What follows belongs to an exercise in optimizing a design on an open flow for small area, a short achievable clock period and few clock cycles per item; a production flow would make more cautious choices.
Only simulation tests tie the RTL to the original design; equivalence was not proved.
Power and IR drop assume default switching activity.

Design double_int32_wrap_bitwise_alu_core, start of the top module:
module double_int32_wrap_bitwise_alu_core (
  input  wire logic        clk,
  input  wire logic        rst,
  input  wire logic        in_valid,
  output logic             in_stall,
  input  wire logic [2:0]  command,
  input  wire logic [63:0] operand_a,
  input  wire logic [63:0] operand_b,
  output logic             out_valid,
  input  wire logic        out_stall,
  output logic [63:0]      result_double,
  output logic [31:0]      result_word,
  output logic             result_unsigned
);
  logic           v1, v2, v3, v4;
  dibw_pkg::cmd_t cmd1;
  logic [32:0]    wa1, wb1;
  logic           ja1, jb1;
  logic           oa1, ob1, sa1, sb1;
  dibw_pkg::cmd_t cmd2;
  logic [31:0]    x2, b2;
  logic           fill2;
  logic [31:0]    r3;
  logic           uns3, neg3;
  logic [63:21]   dbl4;
  logic           adv;
  logic [31:0] a, x, y, rev_y, r;
  logic [63:21] dbl;
  assign adv      = !(v4 && out_stall);
  assign in_stall = !adv;
  always_comb begin
    a = dibw_pkg::dbl_shift_lo(wa1, ja1, oa1, sa1);
    for (int i = 0; i < 32; i++) x[i] = (cmd1 == dibw_pkg::CMD_SHL) ? a[31 - i] : a[i];
    y = b2[4] ? {{16{fill2}}, x2[31:16]} : x2;
    y = b2[3] ? {{8{fill2}},  y[31:8]}   : y;
    y = b2[2] ? {{4{fill2}},  y[31:4]}   : y;
    y = b2[1] ? {{2{fill2}},  y[31:2]}   : y;
    y = b2[0] ? {fill2,       y[31:1]}   : y;
    for (int i = 0; i < 32; i++) rev_y[i] = y[31 - i];
    case (cmd2)
      dibw_pkg::CMD_AND: r = x2 & b2;
      dibw_pkg::CMD_OR:  r = x2 | b2;
      dibw_pkg::CMD_XOR: r = x2 ^ b2;
      dibw_pkg::CMD_NOT: r = ~x2;
      dibw_pkg::CMD_SHL: r = rev_y;
      dibw_pkg::CMD_SAR: r = y;
      dibw_pkg::CMD_SHR: r = y;
      default:           r = 32'd0;
    endcase
    dbl = dibw_pkg::word_to_dbl(neg3, r3);
  end
  always_ff @(posedge clk) begin
    if (rst) begin
      v1 <= 1'b0;
      v2 <= 1'b0;
      v3 <= 1'b0;
      v4 <= 1'b0;
    end else if (adv) begin
      v1 <= in_valid;
      v2 <= v1;
      v3 <= v2;
      v4 <= v3;
    end
    if (adv) begin
      cmd1            <= dibw_pkg::cmd_t'(command);
      wa1             <= dibw_pkg::dbl_shift_hi(operand_a);
      ja1             <= operand_a[52];
  ...
For scale: ~2900 cells after synthesis, roughly 230 I/O pins, ~21000 µm² of cells after synthesis.
clock: 5.0 ns
lec_check: 0
abc_area: 1
cap_margin: 20
core_margin: 2
core_utilization: 40
setup_slack_margin: 1.9
slew_margin: 20
standard.sh (not shown) runs the stock make flow with config.mk's settings and CLKGATE_MAP_FILE= SYNTH_SCRIPT=/design/flow/synth_recipe.tcl, a recipe that flattens the netlist after the stock synthesis.
==> flow/flow/run.sh <==
#!/bin/bash
# Standard flow, except that the port buffers are buf_2 cells (not the default
# delay-buffer cells) and the resizer may swap cells across footprints.
set -uo pipefail
bash standard.sh MATCH_CELL_FOOTPRINT=0 "BUFFER_PORTS_ARGS=-buffer_cell sky130_fd_sc_hd__buf_2" finish > standard.log 2>&1
The baseline ran to the end with no violations.
Testbench counts at the start, summed over its fixed seeds: cycles 24,032, items 24,000.
Edit:
- PLACE_DENSITY: not set -> 0.8
Effect:
- The changed run finished clean
- total power came out lower by a few percent
- final area came out lower slightly
- final cell count hardly moves
- global-route usage came out lower by 2.7 points
- combinational power came out lower by a few percent
- worst setup slack degrades by 0.056 ns
- non-clock buffer count came out lower by 14
- hold slack improves by 0.0083 ns

* * *

job 101:
double_int32_wrap_bitwise_alu_core again, from the RTL that the note above started with.
Settings: LEC_CHECK=0, ABC_AREA=1, CAP_MARGIN=20, CORE_MARGIN=2, CORE_UTILIZATION=40, CTS_BUF_LIST=sky130_fd_sc_hd__clkbuf_8, SETUP_SLACK_MARGIN=1.9, SLEW_MARGIN=20; clock period 5.0 ns.
Scripts as last shown in full above: flow/flow/run.sh
Having completed the whole flow, job 101 delivered a layout that passed the timing, design-rule and antenna checks.
Testbench counts of job 101, summed over its fixed seeds: cycles 24,032, items 24,000.
Edits applied to the flow inputs when going from job 101 to job 102:
- CTS_BUF_LIST: sky130_fd_sc_hd__clkbuf_8 -> unset
- SETUP_SLACK_MARGIN: 1.9 -> 2.1
Findings:
On job 102: clock network power share is 1.5 points higher than what job 101 gave. Relative to job 101, the detailed placement HPWL measured on job 102 has increased slightly. Per the comparison of job 102 with job 101, final-layout fill cell count moved down, via count moved up, fraction of area in registers moved down, slack of the critical path moved up. Delta(total number of H-tree levels, job 102 - job 101) < 0.
diff inputs: job 102 => job 103
- SETUP_SLACK_MARGIN changed from 2.1 to 2.2
Notes after the runs:
- Job 103 vs job 102: net count of the finished layout up
- NOTE first-pass GRT wire length job 102->job 103 increased by a few percent
- Compared with job 102, job 103 shows worst setup slack lower by 0.090 ns.
- For the wire length after detailed routing, job 103 came in 3.0 mm higher than job 102 did.
- Job 103: no failed stages, no open violations at the end
- Taking job 102 as the reference, in job 103 cell count grew by 1.9%, share of the final layout cell area in sequential cells shows a reduction of 1.1 points, total power picked up an extra 3.9%, clock share of power has decreased, remaining global-route overflow did not really move.
- Diff job 102 -> job 103: overall via count from detail_route now sits higher; data arrival time at the worst-slack endpoint rose 0.10 ns.
Relative to job 103, the following input files were edited for job 104:
- changing SETUP_SLACK_MARGIN from 2.2 to 2.0
Notes after the runs:
- Compared with job 103, job 104 shows remaining max-slew budget at the tightest pin lower by 6.6 points.
- Relative to job 103, job 104 improves worst setup slack.
- Worst hold slack: job 104 vs job 103 up 0.017 ns
- Compared job 103 against job 104; register area within noise.
- Depth of the critical timing path with buffers and inverters included (lower): job 104
- The sum of net half-perimeters after detailed placement on job 104 is in line with that on job 103.
- Hold path depth across job 103 and job 104: no real change.
- Delta(final worst-path cycle share, job 104 - job 103) < 0

* * *

double_int32_wrap_bitwise_alu_core, a different RTL version from the one above (not shown whole).
Size: about 2500 cells after synthesis, roughly 270 flip-flops, roughly 230 I/O pins, about 0.023 mm² of cells after synthesis.
clock: 5.0 ns
lec_check: 0
cap_margin: 20
core_margin: 2
core_utilization: 40
setup_slack_margin: 1.5
slew_margin: 20
run.sh (not shown) runs the stock make flow with config.mk's settings and CLKGATE_MAP_FILE= SYNTH_SCRIPT=/design/flow/synth_recipe.tcl, a recipe that flattens the netlist after the stock synthesis.
Stock flow here: none of the scripts above is used.
Testbench counts at the start, summed over its fixed seeds: cycles 24,032, items 24,000.
Rerun with:
==> flow/flow/run.sh (new file) <==
#!/bin/bash
# Standard flow, except that the port buffers are buf_2 cells (not the default
# delay-buffer cells) and the resizer may swap cells across footprints.
set -uo pipefail
bash standard.sh MATCH_CELL_FOOTPRINT=0 "BUFFER_PORTS_ARGS=-buffer_cell sky130_fd_sc_hd__buf_2" finish > standard.log 2>&1
==> flow/standard.sh (new file) <==
#!/bin/bash
# synth_recipe.tcl (not shown) runs the flow's synth.tcl, then flattens the netlist and writes it again
# the make line also repeats each setting of config.mk as NAME=value (left out here)
make -C /OpenROAD-flow-scripts/flow DESIGN_CONFIG=/design/flow/config.mk WORK_HOME=/design/flow/orfs CLKGATE_MAP_FILE= SYNTH_SCRIPT=/design/flow/synth_recipe.tcl "${@:-finish}"
Settings changed: ABC_AREA set to 1, SETUP_SLACK_MARGIN 1.5 to 2.2.
removed: flow/run.sh
Outcome: Clock-buffer cell count went up by 5; cell count rises by 22%; core utilization went up by 2.5 points.
Rerun with:
==> flow/run.sh (new file) <==
#!/bin/bash
# synth_recipe.tcl (not shown) runs the flow's synth.tcl, then flattens the netlist and writes it again
# the make line also repeats each setting of config.mk as NAME=value (left out here)
make -C /OpenROAD-flow-scripts/flow DESIGN_CONFIG=/design/flow/config.mk WORK_HOME=/design/flow/orfs CLKGATE_MAP_FILE= SYNTH_SCRIPT=/design/flow/synth_recipe.tcl finish
Settings changed: ABC_AREA 1 to unset, CORE_UTILIZATION 40 to 60, PLACE_DENSITY set to 0.75, SETUP_SLACK_MARGIN 2.2 to 1.5.
removed: flow/flow/run.sh
removed: flow/standard.sh
First-iteration DRC count came out higher by 37%.
Wire length came out lower by about 2.2%.
Clock power hardly moves.
Cell count came out lower by 23%.
Fmax came out lower by about 22%.

port drivers added, routing unchanged:
How much do the figures lean on ideal ports? The routed layouts below were timed once more, with nothing changed but the port constraints.
Step 1, drivers: a clkbuf_16 drives clk and a buf_2 each remaining input, both assumed.
Step 2 also shifts input and output timing later by t, the mid clock arrival at the registers, as if the neighbouring blocks saw the same clock.
Three values: ideal, step 1, step 2; two values: the first two.
run	t, ns	setup WS [ns]	hold WS [ns]	worst register clock-pin slew, ns	pins driven straight from the clock port
the first run of note 1	0.623	2.001 / 2.001 / 1.489	0.425 / 0.425 / 0.425	0.07 / 0.07	1
the second run of note 1	0.611	1.945 / 1.945 / 1.550	0.433 / 0.433 / 0.433	0.07 / 0.07	1
job 101	0.675	1.991 / 1.991 / 1.494	0.427 / 0.427 / 0.427	0.07 / 0.07	1
job 102	0.607	2.037 / 2.037 / 1.688	0.438 / 0.438 / 0.438	0.07 / 0.07	1
job 103	0.605	1.948 / 1.948 / 1.710	0.418 / 0.418 / 0.418	0.07 / 0.07	1
job 104	0.609	2.030 / 2.030 / 1.555	0.436 / 0.436 / 0.436	0.07 / 0.07	1
the first run of note 3	0.651	1.124 / 1.124 / 1.053	0.455 / 0.455 / 0.455	0.07 / 0.07	1
the second run of note 3	0.633	1.943 / 1.943 / 1.815	0.451 / 0.451 / 0.451	0.06 / 0.06	1
the third run of note 3	0.621	1.105 / 1.105 / 1.073	0.456 / 0.456 / 0.456	0.07 / 0.07	1
After both steps setup and hold are still met in every run listed. The setup slack of the first run of note 1, which loses most, moves by 0.000 ns with the drivers and by -0.512 ns with both steps.
